This design comes from an exercise in tuning for small area on the open sky130 flow, not from production work. Function was checked by simulation only, so behaviour that the tests miss may differ from the original. Power figures rest on the tool's default switching activity, not on a simulated workload.

// io_dma
module io_dma (
   input  wire         clk,
   input  wire         rst,
   input  wire [15:0]  cpu0_instr,
   input  wire         cpu0_mon,
   input  wire         cpu0_vld,
   input  wire [23:0]  cpu0_aj,
   input  wire [23:0]  cpu0_ak,
   output wire [23:0]  cpu0_ai,
   input  wire [15:0]  cpu1_instr,
   input  wire         cpu1_mon,
   input  wire         cpu1_vld,
   input  wire [23:0]  cpu1_aj,
   input  wire [23:0]  cpu1_ak,
   output wire [23:0]  cpu1_ai,
   input  wire [15:0]  in0_data,
   input  wire [15:0]  in1_data,
   input  wire [1:0]   in_vld,
   output wire [1:0]   in_rdy,
   output wire [15:0]  out0_data,
   output wire [15:0]  out1_data,
   output wire [1:0]   out_vld,
   input  wire [1:0]   out_rdy,
   output wire         mem_req,
   output wire         mem_wr,
   output wire [21:0]  mem_addr,
   output wire [63:0]  mem_wdata,
   input  wire         mem_ack,
   input  wire [63:0]  mem_rdata
);
clock: 6.0 ns
lec_check: 0
cap_margin: 20
core_margin: 2
core_utilization: 75
slew_margin: 20
standard.sh (not shown) runs the stock make flow with config.mk's settings and CLKGATE_MAP_FILE= SYNTH_SCRIPT=/design/flow/synth_recipe.tcl, a recipe that flattens the netlist after the stock synthesis.
==> flow/flow/run.sh <==
#!/bin/bash
# Own layout flow: the standard synthesis, then a re-mapping of its combinational logic
# (flip-flop instances kept as they are), then the standard ORFS steps with small port buffers
# and a lighter clock tree. Each tool's output goes to a log file in this folder.
set -euo pipefail
W=$PWD
R=$W/orfs/results/$FLOW_PLATFORM/io_dma/base
LIB=$FLOW_HOME/platforms/sky130hd/lib/sky130_fd_sc_hd__tt_025C_1v80.lib
ABC_SCRIPT=$W/flow/resyn.abc
LAYOUT_VARS=(
  "BUFFER_PORTS_ARGS=-buffer_cell sky130_fd_sc_hd__buf_1"
  "CTS_ARGS=-sink_clustering_enable -repair_clock_nets -dont_use_dummy_load -buf_list {sky130_fd_sc_hd__clkbuf_4 sky130_fd_sc_hd__clkbuf_8} -sink_clustering_size 20 -sink_clustering_max_diameter 50"
)

# 1. Standard synthesis, unchanged
bash standard.sh synth > $W/1_standard_synth.log 2>&1
cp $R/1_2_yosys.v $W/std_1_2_yosys.v

# 2. Re-map the combinational cells; flip-flops and tie cells stay as black boxes
# The standard synthesis's own dont_use list, as its ABC call was given it
DONT_USE=$(grep -o -- "-dont_use [^ ]*" $W/orfs/logs/$FLOW_PLATFORM/io_dma/base/1_2_yosys.log | sort -u | tr '\n' ' ')
SEQ=$(grep -o 'sky130_fd_sc_hd__[a-z0-9_]*' $W/std_1_2_yosys.v | sort -u | grep -E '__(dfxtp|dfrtp|dfstp|dfbbp|dfrbp|dfsbp|dfxbp|edfxtp|edfxbp|sdf|sedf|dl|conb)' | tr '\n' ' ')
cat > $W/resyn.ys <<EOT
read_liberty -ignore_miss_func $LIB
blackbox $SEQ
read_verilog $W/std_1_2_yosys.v
hierarchy -top $FLOW_TOP
flatten
opt_clean
techmap
opt -fast
abc -script $ABC_SCRIPT -liberty $LIB $DONT_USE -D 6000
read_liberty -lib -overwrite $LIB
opt_clean -purge
hilomap -singleton -hicell sky130_fd_sc_hd__conb_1 HI -locell sky130_fd_sc_hd__conb_1 LO
insbuf -buf sky130_fd_sc_hd__buf_4 A X
opt_clean -purge
rename -hide w:*.*
check -assert -mapped
stat -liberty $LIB
write_verilog -noattr -nohex -nodec $W/resyn_1_2_yosys.v
EOT
ok=0
if yosys -s $W/resyn.ys > $W/2_resyn.log 2>&1; then
  # Keep the result only if its flip-flops are exactly the standard synthesis's
  regs() { grep -E "^\s*sky130_fd_sc_hd__[a-z0-9_]+ " "$1" | grep -E "$(echo $SEQ | tr ' ' '|' | sed 's/|$//')" | grep -v conb | sed 's/  *(\s*$//;s/^ *//' | sort; }
  regs $W/std_1_2_yosys.v > $W/regs_std.txt
  regs $W/resyn_1_2_yosys.v > $W/regs_resyn.txt
  if [ -s $W/regs_std.txt ] && cmp -s $W/regs_std.txt $W/regs_resyn.txt; then ok=1; fi
fi
echo "resynthesis used: $ok" | tee $W/resyn_used.txt
if [ $ok = 1 ]; then
  cp $W/resyn_1_2_yosys.v $R/1_2_yosys.v
  rm -f $R/1_synth.odb $R/1_synth.sdc
fi

# 3. Layout
bash standard.sh "${LAYOUT_VARS[@]}" finish > $W/3_layout.log 2>&1
Other scripts of this flow, unchanged in this note and not shown: flow/flow/resyn.abc
The baseline finished with timing, DRC and antenna clean.
==> next run, changes <==
--- a/flow/design.v
+++ b/flow/design.v
@@ -37,14 +37,16 @@
    wire c0_wca = c0_v & (cpu0_instr[15:6] == 10'o0010);
    wire c0_wcl = c0_v & (cpu0_instr[15:6] == 10'o0011);
    wire c0_rd  = c0_v & (cpu0_instr[15:9] == 7'o033);
    wire c1_wca = c1_v & (cpu1_instr[15:6] == 10'o0010);
    wire c1_wcl = c1_v & (cpu1_instr[15:6] == 10'o0011);
    wire c1_rd  = c1_v & (cpu1_instr[15:9] == 7'o033);
    wire c0_any = c0_wca | c0_wcl | c0_rd;    
+   wire c0_int = (cpu0_instr[5:0] == 6'd0);
+   wire c1_int = (cpu1_instr[5:0] == 6'd0);
    logic        r_wca, r_wcl, r_rd0, r_rd1, r_int;
    logic [3:0]  r_sel;    
    logic [21:0] r_val;
    always_ff @(posedge clk)
    begin
       if (rst)
       begin
@@ -56,16 +58,17 @@
       else
       begin
          r_wca <= c0_any ? (c0_wca & c0_ok) : (c1_wca & c1_ok);
          r_wcl <= c0_any ? (c0_wcl & c0_ok) : (c1_wcl & c1_ok);
          r_rd0 <= c0_rd;
          r_rd1 <= !c0_any & c1_rd;
       end
-      r_int <= c0_any ? (cpu0_instr[5:0] == 6'd0) : (cpu1_instr[5:0] == 6'd0);
-      r_sel <= c0_any ? ({3'd0, c0_ok} << cpu0_aj[1:0]) : ({3'd0, c1_ok} << cpu1_aj[1:0]);
+      r_int <= c0_any ? (c0_rd & c0_int) : (c1_rd & c1_int);
+      r_sel <= c0_any ? ({3'd0, c0_ok & !(c0_rd & c0_int)} << cpu0_aj[1:0])
+                      : ({3'd0, c1_ok & !(c1_rd & c1_int)} << cpu1_aj[1:0]);
       r_val <= c0_any ? cpu0_ak[21:0] : cpu1_ak[21:0];
    end
    logic [3:0]       active;
    logic [3:0]       intv;
    logic [3:0][21:0] ca;
    logic [3:0][21:0] cl;
    localparam logic [1:0] IDLE = 2'd0, FETCH = 2'd1, FORWARD = 2'd2;
@@ -150,16 +153,15 @@
             end
             if (r_wcl && r_sel[i])
                cl[i] <= r_val;
          end
       end
    end
    logic [23:0] ai0, ai1;
-   wire  [21:0] rd_res = r_int ? (any_int ? {18'd0, 2'b10, int_idx} : 22'd0)
-                                : ca_r;
+   wire  [21:0] rd_res = ca_r | {18'd0, r_int & any_int, 1'b0, {2{r_int}} & int_idx};
    always_ff @(posedge clk)
    begin
       if (rst)
       begin
          ai0 <= '0;
          ai1 <= '0;
       end
=> Global-route usage rose by 2.4 points. Wire length climbs by about 6%. Worst setup slack is worse by 0.062 ns. Utilization rose by 0.66 points. Power is higher by about 0.33%. First-iteration DRC count decreases by 18%. Sequential power barely changes. Synthesized cell count stays flat. Via count rises by 1.2%. Sequential share of layout area is lower by 0.46 points.

* * *

io_dma again, from the RTL that the note above started with.
export LEC_CHECK = 0
export CAP_MARGIN = 20
export CORE_MARGIN = 2
export CORE_UTILIZATION = 65
export SLEW_MARGIN = 20
create_clock -name core_clock -period 6.0 [get_ports {clk}]
==> flow/flow/resyn.abc <==
strash
&get -n
&fraig -x
&put
scorr
dc2
strash
&get -n
&deepsyn -T 60
&dch -f
&nf -R 1000
&put
Scripts as last shown in full above: flow/flow/run.sh
Edit:
--- a/flow/design.v
+++ b/flow/design.v
@@ -38,12 +38,14 @@
    wire c0_wcl = c0_v & (cpu0_instr[15:6] == 10'o0011);
    wire c0_rd  = c0_v & (cpu0_instr[15:9] == 7'o033);
    wire c1_wca = c1_v & (cpu1_instr[15:6] == 10'o0010);
    wire c1_wcl = c1_v & (cpu1_instr[15:6] == 10'o0011);
    wire c1_rd  = c1_v & (cpu1_instr[15:9] == 7'o033);
    wire c0_any = c0_wca | c0_wcl | c0_rd;    
+   wire c0_int = (cpu0_instr[5:0] == 6'd0);
+   wire c1_int = (cpu1_instr[5:0] == 6'd0);
    logic        r_wca, r_wcl, r_rd0, r_rd1, r_int;
    logic [3:0]  r_sel;    
    logic [21:0] r_val;
    always_ff @(posedge clk)
    begin
       if (rst)
@@ -57,14 +59,15 @@
       begin
          r_wca <= c0_any ? (c0_wca & c0_ok) : (c1_wca & c1_ok);
          r_wcl <= c0_any ? (c0_wcl & c0_ok) : (c1_wcl & c1_ok);
          r_rd0 <= c0_rd;
          r_rd1 <= !c0_any & c1_rd;
       end
-      r_int <= c0_any ? (cpu0_instr[5:0] == 6'd0) : (cpu1_instr[5:0] == 6'd0);
-      r_sel <= c0_any ? ({3'd0, c0_ok} << cpu0_aj[1:0]) : ({3'd0, c1_ok} << cpu1_aj[1:0]);
+      r_int <= c0_any ? (c0_rd & c0_int) : (c1_rd & c1_int);
+      r_sel <= c0_any ? ({3'd0, c0_ok & !(c0_rd & c0_int)} << cpu0_aj[1:0])
+                      : ({3'd0, c1_ok & !(c1_rd & c1_int)} << cpu1_aj[1:0]);
       r_val <= c0_any ? cpu0_ak[21:0] : cpu1_ak[21:0];
    end
    logic [3:0]       active;
    logic [3:0]       intv;
    logic [3:0][21:0] ca;
    logic [3:0][21:0] cl;
@@ -151,14 +154,13 @@
             if (r_wcl && r_sel[i])
                cl[i] <= r_val;
          end
       end
    end
    logic [23:0] ai0, ai1;
-   wire  [21:0] rd_res = r_int ? (any_int ? {18'd0, 2'b10, int_idx} : 22'd0)
-                                : ca_r;
+   wire  [21:0] rd_res = ca_r | {18'd0, r_int & any_int, 1'b0, {2{r_int}} & int_idx};
    always_ff @(posedge clk)
    begin
       if (rst)
       begin
          ai0 <= '0;
          ai1 <= '0;
Register-to-register slack improved by 80 ps.
Design area rises by 0.50%.
Die area stays flat.
Clock power is about the same.
Power rose by 0.35%.
Critical path depth came out higher by 6.

==> afterwards: timing with drivers on the ports <==
How much do the figures lean on ideal ports? The routed layouts below were timed once more, with nothing changed but the port constraints. Step 1: set_driving_cell puts a clkbuf_16 on clk and a buf_2 on each other input, an assumption about the parent block. Step 2 times the ports against the registers' clock, not the clock port: input delays grow and output delays shrink by t, the midpoint of the rising clock arrivals with the driver on. Three values: no drivers, after step 1, after step 2; two values: the first two.
| run | shift t [ns] | setup slack, ns | worst setup path at the end | worst register clock-pin slew, ns | cell pins on the clock port's net |
|---|---|---|---|---|---|
| the first run of note 1 | 0.629 | 0.412 / 0.412 / 0.412 | register to register | 0.12 / 0.12 | 1 |
| the second run of note 1 | 0.637 | 0.350 / 0.350 / 0.350 | register to register | 0.12 / 0.12 | 1 |
| the first run of note 2 | 0.687 | 0.275 / 0.275 / 0.275 | register to register | 0.12 / 0.12 | 1 |
| the second run of note 2 | 0.699 | 0.358 / 0.358 / 0.358 | register to register | 0.12 / 0.12 | 1 |
After both steps every run listed still meets setup and hold.
